Background: an optimization exercise with open tools, aiming at small area. Do not read the settings as production practice. In this exercise RTL edits were held to simulation tests only and were not proved equivalent to the original.

Setup of run A:
==> module mips_regfile_wr, before the edit <==
module mips_regfile_wr #(
  parameter int DATA_W = mips_pkg::DATA_W,
  parameter int ADDR_W = mips_pkg::ADDR_W,
  parameter int BYPASS = 1
) (
  input  logic              clk,
  input  logic              rst_n,
  input  logic              wr,
  input  logic [ADDR_W-1:0] wr_addr,
  input  logic [DATA_W-1:0] wr_data,
  input  logic [ADDR_W-1:0] rd1_addr,
  output logic [DATA_W-1:0] rd1_data,
  input  logic [ADDR_W-1:0] rd2_addr,
  output logic [DATA_W-1:0] rd2_data,
  output logic              wr_ack,
  output logic [ADDR_W-1:0] wr_ack_addr,
  output logic [15:0]       wr_cnt
);
  localparam int NREG = 2 ** ADDR_W;
  wire  [(NREG-1)*DATA_W-1:0] nxt;       
  wire  [NREG-1:1]            vld_nxt;   
  logic                       commit;
  assign commit = wr && (wr_addr != '0);
  logic [3:0] whi;
  logic [7:0] wlo;
  for (genvar j = 0; j < 4; j++) begin : g_whi
    assign whi[j] = wr && (wr_addr[4:3] == j);
  end
  for (genvar k = 0; k < 8; k++) begin : g_wlo
    assign wlo[k] = (wr_addr[2:0] == k);
  end
  for (genvar i = 1; i < NREG; i++) begin : g_row
    logic              we;
    logic              we_n;
    logic [DATA_W-1:0] q;
    logic [DATA_W-1:0] q_nxt;
    logic              v;
    logic              v_nxt;
    regfile_nand2 u_we_n (.a({whi[i/8], wlo[i%8]}), .y(we_n));
    assign we = ~we_n;
    for (genvar b = 0; b < DATA_W; b++) begin : g_bit
      regfile_hold u_hold (
        .we  (we),
        .we_n(we_n),
        .d   (wr_data[b]),
        .q   (q[b]),
        .nxt (q_nxt[b])
      );
    end
    always_ff @(posedge clk) begin
      q <= q_nxt;
    end
    assign v_nxt = v | we;
    always_ff @(posedge clk or negedge rst_n) begin
      if (!rst_n)
        v <= 1'b0;
      else
        v <= v_nxt;
    end
    assign nxt[(i-1)*DATA_W +: DATA_W] = q_nxt;
    assign vld_nxt[i]                  = v_nxt;
  end
  logic [15:0] cnt_nxt;
  logic [16:0] cnt_c;
  assign cnt_c[0] = commit && !(&wr_cnt);
  for (genvar b = 0; b < 16; b++) begin : g_cnt
    regfile_ha u_ha (
      .a   (wr_cnt[b]),
      .ci  (cnt_c[b]),
      .s   (cnt_nxt[b]),
      .co  (cnt_c[b+1])
    );
  end
  always_ff @(posedge clk or negedge rst_n) begin
    if (!rst_n) begin
      wr_ack      <= 1'b0;
      wr_ack_addr <= '0;
      wr_cnt      <= '0;
    end else begin
      wr_ack <= commit;
      wr_cnt <= cnt_nxt;
      if (commit)
        wr_ack_addr <= wr_addr;
    end
  end
  regfile_rd_port #(
    .DATA_W(DATA_W),
    .ADDR_W(ADDR_W)
  ) u_rd1 (
    .addr    (rd1_addr),
    .regs    (nxt),
    .valid   (vld_nxt),
    .data    (rd1_data)
  );
  regfile_rd_port #(
    .DATA_W(DATA_W),
    .ADDR_W(ADDR_W)
  ) u_rd2 (
    .addr    (rd2_addr),
    .regs    (nxt),
    .valid   (vld_nxt),
    .data    (rd2_data)
  );
endmodule
==> module regfile_ha, before the edit <==
module regfile_ha (
  input  logic a,
  input  logic ci,
  output logic s,
  output logic co
);
  assign {co, s} = a + ci;
endmodule
==> flow/config.mk <==
export PLATFORM = sky130hd
export DESIGN_NAME = mips_regfile_wr
export DESIGN_NICKNAME = mips_regfile_wr
export VERILOG_FILES = /design/flow/design.v
export SDC_FILE = /design/flow/constraint.sdc
export NUM_CORES = 4
export LEC_CHECK = 0
export CAP_MARGIN = 20
export CORE_MARGIN = 2
export CORE_UTILIZATION = 45
export SLEW_MARGIN = 20
export SYNTH_HIERARCHICAL = 1
export SYNTH_MINIMUM_KEEP_SIZE = 0
==> flow/constraint.sdc <==
create_clock -name core_clock -period 8.0 [get_ports {clk}]
set_input_delay 1.6000 -clock core_clock [delete_from_list [all_inputs] [get_ports {clk}]]
set_output_delay 1.6000 -clock core_clock [all_outputs]
set_load 0.01 [all_outputs]
standard.sh (not shown) runs the stock make flow with config.mk's settings and CLKGATE_MAP_FILE= SYNTH_SCRIPT=/design/flow/synth_recipe.tcl, a recipe that flattens the netlist after the stock synthesis.
==> flow/flow/run.sh <==
#!/bin/bash
# The standard layout (standard.sh, all steps), with these changes passed to
# the ORFS scripts through their own variables:
#  - the port buffers that buffer_ports inserts are buf_1 cells (repair_design
#    still resizes or buffers them where a net needs more drive);
#  - clock tree synthesis inserts no dummy loads, and clusters up to 25 sinks
#    within 80 um under each leaf buffer.
set -o pipefail
cp standard.sh standard_sh.log
export BUFFER_PORTS_ARGS="-buffer_cell sky130_fd_sc_hd__buf_1"
export CTS_ARGS="-sink_clustering_enable -repair_clock_nets -dont_use_dummy_load -sink_clustering_size 25 -sink_clustering_max_diameter 80"
bash standard.sh > standard.log 2>&1
Input-level comparison between run B and run A:
--- a/flow/design.v
+++ b/flow/design.v
@@ -149,31 +149,22 @@
         v <= v_nxt;
     end
     assign nxt[(i-1)*DATA_W +: DATA_W] = q_nxt;
     assign vld_nxt[i]                  = v_nxt;
   end
-  logic [15:0] cnt_nxt;
-  logic [16:0] cnt_c;
-  assign cnt_c[0] = commit && !(&wr_cnt);
-  for (genvar b = 0; b < 16; b++) begin : g_cnt
-    regfile_ha u_ha (
-      .a   (wr_cnt[b]),
-      .ci  (cnt_c[b]),
-      .s   (cnt_nxt[b]),
-      .co  (cnt_c[b+1])
-    );
-  end
   always_ff @(posedge clk or negedge rst_n) begin
     if (!rst_n) begin
       wr_ack      <= 1'b0;
       wr_ack_addr <= '0;
       wr_cnt      <= '0;
     end else begin
       wr_ack <= commit;
-      wr_cnt <= cnt_nxt;
-      if (commit)
+      if (commit) begin
         wr_ack_addr <= wr_addr;
+        if (wr_cnt != mips_pkg::CNT_MAX)
+          wr_cnt <= wr_cnt + 16'd1;
+      end
     end
   end
   regfile_rd_port #(
     .DATA_W(DATA_W),
     .ADDR_W(ADDR_W)
@@ -206,13 +197,5 @@
   input  logic [1:0] a,
   output logic       y
 );
   assign y = ~&a;
 endmodule
-module regfile_ha (
-  input  logic a,
-  input  logic ci,
-  output logic s,
-  output logic co
-);
-  assign {co, s} = a + ci;
-endmodule
Findings:
Both conditions hold for run B: the flow ran to the end and the final layout passed the timing, DRC and antenna checks.
Run B ends up with a number of global-route vias before repair that is about 2.7% higher than in run A.
When run B is set beside run A, its worst hold slack turns out to be 0.0061 ns larger.
As of run B, layout buffer count excluding clock buffers had fallen by a little under 10% compared to run A.
Overall die area of run B exceeds that of run A slightly.
After detailed routing, run A needs less wire than run B.
Routing usage on met1 ends up higher on run B.
Antenna diode instance count | run B above run A
Post-route fraction of the period consumed by the critical path: run B vs run A down 2.7 points
sky130_fd_sc_hd__nor2_1 as the critical path's slowest cell was reported by run A, and sky130_fd_sc_hd__a222oi_1 by run B.
Run B: detailed-route via count is 2.4% higher than what run A reported.
Going from run A to run B, design area has remained practically unchanged; final cell count has remained practically unchanged.

==> port drivers added, routing unchanged <==
The flow's constraints put no driver on any port. The routed layouts listed below were extracted and timed again, unchanged, in two steps. Step 1 assumes that a clkbuf_16 drives the clock port and a buf_2 every other input. Step 2 times the ports against the registers' clock, not the clock port: input delays grow and output delays shrink by t, the midpoint of the rising clock arrivals with the driver on. Three values: ideal ports, drivers, drivers and shift; two values: the first two.
run	t (ns)	slack for setup (ns)	slew at the worst register clock pin (ns)	cell pins on the clock port's net
run A	0.736	0.377 / 0.341 / 0.341	0.11 / 0.11	1
run B	0.713	0.591 / 0.565 / 0.565	0.11 / 0.11	1
After both steps every run listed still meets setup and hold. For run A, which loses most, drivers alone change the setup slack by -0.036 ns; drivers and shift together by -0.036 ns.
